This design comes from an exercise in tuning for a short achievable clock period and few clock cycles on the open sky130 flow, not from production work.
The RTL was checked by simulation tests, not by an equivalence proof against the original design.
Power is estimated from default activity; no workload was simulated.

==> inputs of run a <==
## rsc_core
module rsc_core (
    input  wire logic           i_clk,
    input  wire logic           i_rst,
    input  wire rsc_pkg::word_t i_inst,
    output rsc_pkg::word_t      o_pc,
    input  wire rsc_pkg::word_t i_mem_rd_data,
    output rsc_pkg::word_t      o_mem_addr,
    output rsc_pkg::word_t      o_mem_wr_data,
    output logic                o_mem_wr_en
);
export LEC_CHECK = 0
export CAP_MARGIN = 20
export CORE_MARGIN = 2
export CORE_UTILIZATION = 40
export SETUP_SLACK_MARGIN = 5
export SLEW_MARGIN = 20
export SYNTH_HIERARCHICAL = 1
export SYNTH_MINIMUM_KEEP_SIZE = 0
create_clock -name core_clock -period 6.5 [get_ports {i_clk}]
standard.sh (not shown) runs the stock make flow with config.mk's settings and CLKGATE_MAP_FILE= SYNTH_SCRIPT=/design/flow/synth_recipe.tcl, a recipe that flattens the netlist after the stock synthesis.
==> flow/flow/run.sh <==
#!/bin/bash
# The standard layout (standard.sh), except that the port buffers are buf_4 cells,
# which the resizer may size, rather than the delay-cell buffers it picks by default.
set -euo pipefail
bash standard.sh "BUFFER_PORTS_ARGS=-buffer_cell sky130_fd_sc_hd__buf_4" finish > flow.log 2>&1
==> run b: changes against run a <==
--- a/flow/design.v
+++ b/flow/design.v
@@ -157,20 +157,16 @@
     logic        r_bq_hit;
     logic [15:0] r_bq_tgt;
     logic        q_hit;
     logic [15:0] q_tgt;
     assign f_idx     = r_pc[3:0];
-    logic [16*BTB_N-1:0] q_tgts;
-    logic [BTB_N-1:0]    q_hits;
-    for (genvar i = 0; i < BTB_N; i++) begin : g_btbrd
-        assign q_tgts[16*i +: 16] = r_btb_tgt[i];
-        assign q_hits[i]          = r_btb_v[i] && r_btb_tag[i] == r_pc[7:4];
-    end
-    rsc_mux16 #(.W(16)) u_q_tgt (.i_d(q_tgts), .i_s(f_idx), .o_y(q_tgt));
-    rsc_mux16 #(.W(1)) u_q_hit (.i_d(q_hits), .i_s(f_idx), .o_y(q_hit));
+    assign q_hit     = r_btb_v[f_idx] && r_btb_tag[f_idx] == r_pc[7:4];
+    assign q_tgt     = r_btb_tgt[f_idx];
     assign f_btb_hit = r_bq_v && r_bq_hit;
     assign f_use_ras = r_ras_v && i_inst[12:10] == 3'd0;
+    assign f_jpv     = f_jalr && (f_use_ras || f_btb_hit);
+    assign f_jtgt    = f_use_ras ? r_ras : r_bq_tgt;
     logic [8:0]  f_hi_c1, f_hi_c0;
     assign f_hi_c1 = i_inst[6] ? r_pc[15:7] : f_hi_inc;
     assign f_hi_c0 = i_inst[6] ? f_hi_dec : r_pc[15:7];
     for (genvar i = 0; i < 9; i++) begin : g_fhi
         rsc_g_mux2 u_m (.i_s(f_lo_co), .i_d1(f_hi_c1[i]), .i_d0(f_hi_c0[i]), .o_y(f_hi[i]));
@@ -273,44 +269,15 @@
     assign d_sa   = a_e && !e_fld;
     assign d_sb   = b_e && !e_fld;
     logic        r_kv;
     logic [15:0] r_kval;
     logic        a_kn;               
-    logic        r_kaddv;            
-    logic [15:0] r_kadd;             
+    logic [15:0] d_kadd;
     assign a_kn = a_e && r_kv;
+    rsc_ksa #(.W(16), .CI(1'b0)) u_d_kadd (.i_a(r_kval), .i_b({{9{d_inst[6]}}, d_inst[6:0]}),
+                                           .o_s(d_kadd), .o_co());
     assign d_jpvn = d_jpv || a_ready || a_ldin || a_kn;
-    logic        d_kn;
-    logic [15:0] d_kres;
-    assign d_kn   = d_v && d_wr && (d_lui || (d_op == 3'd1 && r_kaddv));
-    assign d_kres = r_kadd;
-    logic        r_tv;               
-    logic        r_ta;               
-    logic [2:0]  r_treg;
-    logic [15:0] r_tval;
-    logic        f_kaddv;
-    logic [15:0] f_kadd;
-    logic        f_kjp;
-    logic        f_tkill;
-    logic        f_ta_next;
-    assign f_kaddv   = r_tv && i_inst[9:7] == r_treg;
-    assign f_kjp     = f_op == 3'd1 && f_wr && f_kaddv;
-    assign f_tkill   = f_wr && i_inst[12:10] == r_treg;
-    assign f_ta_next = f_kjp || (!(f_op == 3'd3) && !f_tkill && r_tv && r_ta);
-    logic        f_klo_co;
-    logic [8:0]  f_khi_inc, f_khi_dec, f_khi_c1, f_khi_c0;
-    rsc_ksa #(.W(7), .CI(1'b0)) u_f_klo (.i_a(r_tval[6:0]), .i_b(i_inst[6:0]), .o_s(f_kadd[6:0]),
-                                         .o_co(f_klo_co));
-    rsc_finc #(.W(9)) u_f_khi_inc (.i_a(r_tval[15:7]), .o_s(f_khi_inc));
-    rsc_fdec #(.W(9)) u_f_khi_dec (.i_a(r_tval[15:7]), .o_s(f_khi_dec));
-    assign f_khi_c1 = i_inst[6] ? r_tval[15:7] : f_khi_inc;
-    assign f_khi_c0 = i_inst[6] ? f_khi_dec : r_tval[15:7];
-    for (genvar i = 0; i < 9; i++) begin : g_fkhi
-        rsc_g_mux2 u_m (.i_s(f_klo_co), .i_d1(f_khi_c1[i]), .i_d0(f_khi_c0[i]), .o_y(f_kadd[7+i]));
-    end
-    assign f_jpv  = f_jalr && (f_use_ras || f_btb_hit);
-    assign f_jtgt = f_use_ras ? r_ras : r_bq_tgt;
     logic        stall;
     logic        redir_d;
     logic        redir_e;
     logic [15:0] tgt_e;
     logic        r_st;
@@ -411,17 +378,13 @@
         r_pc_o <= pc_next_o;
         r_fz <= f_zero;
         r_fzr <= i_inst[12:10];
         r_bq_v <= !redir_e && ((pc_s_nb && !f_jpv) || (r_bq_v && pc_s_h));
         if (!stall) begin
-            r_bq_hit <= q_hit || f_ta_next;
-            r_bq_tgt <= f_kjp ? f_kadd : (f_ta_next ? r_tval : q_tgt);
+            r_bq_hit <= q_hit;
+            r_bq_tgt <= q_tgt;
         end
-        if (i_rst || redir_e || redir_d)
-            r_tv <= 1'b0;
-        else if (!stall)
-            r_tv <= (f_op == 3'd3 && f_wr) || f_kjp || (r_tv && !f_tkill);
         if (i_rst || redir_e)
             d_v <= 1'b0;
         else if (!stall)
             d_v <= !redir_d;
         if (!stall) begin
@@ -436,21 +399,10 @@
             d_wr     <= f_wr;
             d_ha     <= f_ha;
             d_hb     <= f_hb;
             r_st     <= f_st;
             d_rfa    <= f_rfa;
-            r_kaddv  <= f_kjp;
-            if (f_op == 3'd3 && f_wr) begin
-                r_treg <= i_inst[12:10];
-                r_tval <= {i_inst[9:0], 6'd0};
-                r_ta   <= 1'b0;
-            end else if (f_kjp) begin
-                r_treg <= i_inst[12:10];
-                r_tval <= f_kadd;
-                r_ta   <= 1'b1;
-            end
-            r_kadd   <= (f_op == 3'd3) ? {i_inst[9:0], 6'd0} : f_kadd;
             d_rfb    <= f_rfb;
         end else begin
             d_ha     <= {1'b0, d_ha[3:1]};
             d_hb     <= {1'b0, d_hb[3:1]};
             r_st     <= h_st;
@@ -521,12 +473,12 @@
             e_fld <= 1'b0;
         else
             e_fld <= d_fld;
         r_maddr  <= (f_issue || d_eld) ? m_early : x_sum;    
         e_jtgt   <= d_jpv ? d_jtgt : tgt_d;
-        r_kv     <= d_kn && !stall;
-        r_kval   <= d_kres;
+        r_kv     <= d_v && !stall && (d_lui || (d_op == 3'd1 && a_kn));
+        r_kval   <= d_lui ? d_imm : d_kadd;
         if (i_rst) begin
             x1_wr <= 1'b0;
             x1_ld <= 1'b0;
             x1_eld <= 1'b0;
             x1_fld <= 1'b0;
@@ -773,17 +725,10 @@
     assign o_y = &i_a;
 endmodule
 module rsc_norn #(parameter int N = 2) (input wire logic [N-1:0] i_a, output logic o_y);
     assign o_y = ~|i_a;
 endmodule
-module rsc_mux16 #(parameter int W = 16) (
-    input  wire logic [16*W-1:0] i_d,
-    input  wire logic [3:0]      i_s,
-    output logic [W-1:0]         o_y
-);
-    assign o_y = i_d[W*i_s +: W];
-endmodule
 module rsc_g_pg (input wire logic i_a, input wire logic i_b, output logic o_p, output logic o_g);
     assign o_p = i_a ^ i_b;
     assign o_g = i_a & i_b;
 endmodule
 module rsc_g_ao21 (input wire logic i_a, input wire logic i_b, input wire logic i_c,
--- a/flow/config.mk
+++ b/flow/config.mk
@@ -5,10 +5,10 @@
 export SDC_FILE = /design/flow/constraint.sdc
 export NUM_CORES = 4
 export LEC_CHECK = 0
 export CAP_MARGIN = 20
 export CORE_MARGIN = 2
-export CORE_UTILIZATION = 40
+export CORE_UTILIZATION = 55
 export SETUP_SLACK_MARGIN = 5
 export SLEW_MARGIN = 20
 export SYNTH_HIERARCHICAL = 1
 export SYNTH_MINIMUM_KEEP_SIZE = 0
==> qor summary <==
|  | run a | run b |
|---|---|---|
| Power Clock | 5.85 mW | 5.49 mW |
| Switching share of power | 0.304 | 0.327 |
| Metal1 wirelength | 65.2 mm | 66.1 mm |
| Via count of the first global-routing pass | 31564 | 35085 |
| Detailed-placement wirelength estimate | 94.9 mm | 103 mm |
| Y dimension of the die | 336 um | 282 um |
| Wirelength, routed | 160 mm | 184 mm |
| Outcome | no timing/DRC/antenna violations | no timing/DRC/antenna violations |
| Combinational-cell power consumption | 4.49 mW | 5.66 mW |
| Setup slack after layout | 3.76 ns | 3.77 ns |
| Area of the placeable core | 109000 sq um | 76300 sq um |
| Met3 global-route usage | 0.0472 | 0.155 |
| Power dissipated in sequential cells | 7.89 mW | 7.77 mW |
| Starting utilization of the core area | 0.404 | 0.557 |
| Share of cells above drive strength 1 | 0.430 | 0.459 |
Testbench counts of run a, summed over its fixed seeds: cycles 47,616.
Testbench counts of run b, summed over its fixed seeds: cycles 48,185.

## static timing again, ports no longer ideal
No port has a modelled driver above. Below, the same layouts with a new extraction and two added sets of constraints. Step 1 sets driving cells, clkbuf_16 on the clock port and buf_2 on the other inputs (assumed; they add their load-dependent delay and slew). Step 2, shift: input delay + t, output delay - t, t = (earliest + latest rising clock arrival at the registers) / 2. This alone moves slack from input paths to output paths. Three values: no drivers, after step 1, after step 2; two values: the first two.
| run | t, ns | setup slack, ns | slew at the worst register clock pin (ns) |
|---|---|---|---|
| run a | 0.754 | 3.763 / 3.733 / 2.979 | 0.07 / 0.07 |
| run b | 0.732 | 3.774 / 3.565 / 2.832 | 0.08 / 0.08 |
After both steps every run listed still meets setup and hold. The setup slack of run b, which loses most, moves by -0.209 ns with the drivers and by -0.942 ns with both steps.
